This design comes from an exercise in tuning for small area on the open sky130 flow, not from production work. Only simulation tests tie the RTL to the original design; equivalence was not proved. No driver is modelled on the clock port, so clocking that relies on it looks cheaper here than on a real chip. No activity file was given, so power comes from the tool's default toggle rates.

== the baseline ==
==> flow/design.v <==
module dmem_responder #(
    parameter int ADDR_WIDTH  = 6,
    parameter int WAIT_CYCLES = 1
) (
    input  logic        clk,
    input  logic        reset_n,
    input  logic        req_valid,
    output logic        req_ready,
    input  logic        req_write,
    input  logic [1:0]  req_size,
    input  logic        req_signed,
    input  logic [31:0] req_addr,
    input  logic [31:0] req_wdata,
    output logic        resp_valid,
    output logic [31:0] resp_rdata,
    output logic        resp_error
);
    logic wait_q, resp_q;
    logic idle;
    assign idle = ~(wait_q | resp_q);
    always_ff @(posedge clk or negedge reset_n) begin
        if (!reset_n) begin
            wait_q <= 1'b0;
            resp_q <= 1'b0;
        end else begin
            wait_q <= idle & req_valid;
            resp_q <= wait_q;
        end
    end
    assign req_ready  = idle;
    assign resp_valid = resp_q;
    logic req_err;
    assign req_err = (req_size == 2'b11)
                  || (req_size == 2'b01 && req_addr[0])
                  || (req_size == 2'b10 && req_addr[1:0] != 2'b00)
                  || (req_addr[31:6] != 26'd0);
    logic [5:0] addr_q;
    logic       err_q, rdok_q, byte_q, word_q, sx_q;
    always_ff @(posedge clk) begin
        if (idle) begin
            addr_q <= req_addr[5:0];
            err_q  <= req_err;
            rdok_q <= ~req_write & ~req_err;
            byte_q <= (req_size == 2'b00);
            word_q <= (req_size == 2'b10);
            sx_q   <= req_signed;
        end
    end
    assign resp_error = err_q;
    logic [511:0] mem_q;
    logic         wen;
    logic [3:0]   lane_en;
    logic [7:0]   lane_wd [4];
    assign wen = idle & req_valid & reset_n & req_write & ~req_err;
    always_comb begin
        case (req_size)
            2'b00:   lane_en = 4'b0001 << req_addr[1:0];
            2'b01:   lane_en = req_addr[1] ? 4'b1100 : 4'b0011;
            default: lane_en = 4'b1111;
        endcase
        lane_wd[0] = req_wdata[7:0];
        lane_wd[1] = (req_size == 2'b00) ? req_wdata[7:0] : req_wdata[15:8];
        lane_wd[2] = req_size[1] ? req_wdata[23:16] : req_wdata[7:0];
        lane_wd[3] = req_size[1] ? req_wdata[31:24]
                   : req_size[0] ? req_wdata[15:8] : req_wdata[7:0];
    end
    logic       idle_b;
    logic [3:0] lane_set;
    logic [3:0] lane_keep;
    logic [63:0] set_b, keep_b;
    assign idle_b = ~(wait_q ^ resp_q);
    always_comb begin
        for (int l = 0; l < 4; l++) begin
            lane_set[l]  = wen & lane_en[l];
            lane_keep[l] = ~(idle_b & req_valid & reset_n & req_write & ~req_err & lane_en[l]);
        end
        for (int k = 0; k < 16; k++)
            for (int l = 0; l < 4; l++) begin
                set_b[4*k + l]  = lane_set[l] & (req_addr[5:2] == 4'(k));
                keep_b[4*k + l] = lane_keep[l] | (req_addr[5:2] != 4'(k));
            end
    end
    always_ff @(posedge clk) begin
        for (int b = 0; b < 64; b++)
            mem_q[8*b +: 8] <= (mem_q[8*b +: 8] & {8{keep_b[b]}})
                             | (lane_wd[b % 4] & {8{set_b[b]}});
    end
    logic [31:0] word;
    logic [7:0]  lo, hi;
    logic        ext;
    always_comb begin
        word = 32'd0;
        for (int k = 0; k < 16; k++)
            word = word | (mem_q[32*k +: 32] & {32{rdok_q && addr_q[5:2] == 4'(k)}});
        case (addr_q[1:0])
            2'b00: lo = word[7:0];
            2'b01: lo = word[15:8];
            2'b10: lo = word[23:16];
            2'b11: lo = word[31:24];
        endcase
        hi  = addr_q[1] ? word[31:24] : word[15:8];
        ext = sx_q & (byte_q ? lo[7] : hi[7]);
        resp_rdata[7:0]   = lo;
        resp_rdata[15:8]  = byte_q ? {8{ext}} : hi;
        resp_rdata[31:16] = word_q ? word[31:16] : {16{ext}};
    end
endmodule
export LEC_CHECK = 0
export CAP_MARGIN = 20
export CORE_MARGIN = 2
export CORE_UTILIZATION = 82
export GPL_TIMING_DRIVEN = 0
export PLACE_DENSITY = 0.9
export SLEW_MARGIN = 20
create_clock -name core_clock -period 10.0 [get_ports {clk}]
standard.sh (not shown) runs the stock make flow with config.mk's settings and CLKGATE_MAP_FILE= SYNTH_SCRIPT=/design/flow/synth_recipe.tcl, a recipe that flattens the netlist after the stock synthesis.
==> flow/flow/run.sh <==
#!/bin/bash
# Layout flow: the standard ORFS flow (standard.sh) run on flow/mapped.v, a
# hand-mapped form of the RTL with the same registers, with small port
# buffers and a clock tree of small buffers.
set -euo pipefail
M=$PWD/flow/mapped.v
CTS="-sink_clustering_enable -repair_clock_nets -dont_use_dummy_load -buf_list {sky130_fd_sc_hd__clkbuf_16} -tree_buf sky130_fd_sc_hd__clkbuf_8 -root_buf sky130_fd_sc_hd__clkbuf_8 -sink_clustering_size 30 -sink_clustering_max_diameter 70"
bash standard.sh VERILOG_FILES="$M" \
  BUFFER_PORTS_ARGS="-buffer_cell sky130_fd_sc_hd__buf_1" \
  CTS_ARGS="$CTS" \
  POST_CTS_TCL="$PWD/flow/post_cts.tcl" \
  finish > flow_make.log 2>&1
==> flow/flow/post_cts.tcl <==
# After clock tree synthesis: a leaf clock buffer that drives few flip-flops
# does not need the largest buffer; use clkbuf_8 for leaves of 18 sinks or
# fewer, then legalise the placement again.
set n_down 0
foreach inst [get_cells clkbuf_leaf_*] {
  if { [get_property $inst ref_name] != "sky130_fd_sc_hd__clkbuf_16" } { continue }
  set out [get_pins -of_objects $inst -filter "direction==output"]
  set fanout [expr { [llength [get_pins -of_objects [get_nets -of_objects $out]]] - 1 }]
  if { $fanout <= 18 } {
    replace_cell $inst sky130_fd_sc_hd__clkbuf_8
    incr n_down
  }
}
puts "post_cts: $n_down leaf clock buffers resized to clkbuf_8"
detailed_placement
estimate_parasitics -placement
Other scripts of this flow, unchanged in this note and not shown: flow/flow/mapped.v
The baseline completed end to end with timing, DRC and antenna clean.
The following lists how the candidate was set up differently from the baseline:
--- a/flow/flow/run.sh
+++ b/flow/flow/run.sh
@@ -10,3 +10,2 @@
   CTS_ARGS="$CTS" \
-  POST_CTS_TCL="$PWD/flow/post_cts.tcl" \
   finish > flow_make.log 2>&1
--- a/flow/config.mk
+++ b/flow/config.mk
@@ -9,5 +9,5 @@
 export CORE_MARGIN = 2
-export CORE_UTILIZATION = 82
+export CORE_UTILIZATION = 65
 export GPL_TIMING_DRIVEN = 0
-export PLACE_DENSITY = 0.9
+export PLACE_DENSITY = 0.75
 export SLEW_MARGIN = 20
removed: flow/flow/post_cts.tcl
==> comparison <==
The candidate | status: complete | timing, DRC, antenna: pass. The baseline ended up with fewer cell instances than the candidate did. The global routing met3 resource utilization of the candidate falls short of that of the baseline by 3.6 points. From the baseline to the candidate the numbers moved as follows: final critical delay including setup and external delays +0.13 ns, power density of the placed cells moved up.

==> re-timing with driven ports <==
The flow's constraints put no driver on any port. The routed layouts listed below were extracted and timed again, unchanged, in two steps.
Step 1 (the two cells are an assumption about what drives the block):
set clk [get_ports {clk}]
set_driving_cell -lib_cell sky130_fd_sc_hd__clkbuf_16 $clk
set_driving_cell -lib_cell sky130_fd_sc_hd__buf_2 [delete_from_list [all_inputs] $clk]
Step 2 times the ports against the registers' clock, not the clock port: input delays grow and output delays shrink by t, the midpoint of the rising clock arrivals with the driver on.
Slacks: ideal / step 1 / step 2; pairs: ideal / step 1.
| run | shift t [ns] | setup slack, ns | slew at the worst register clock pin (ns) | worst data-port slew with drivers (ns) |
|---|---|---|---|---|
| the baseline | 0.673 | 2.800 / 2.753 / 3.426 | 0.11 / 0.11 | 0.08 |
| the candidate | 0.697 | 2.668 / 2.618 / 3.314 | 0.11 / 0.11 | 0.08 |
After both steps every run listed still meets setup and hold.
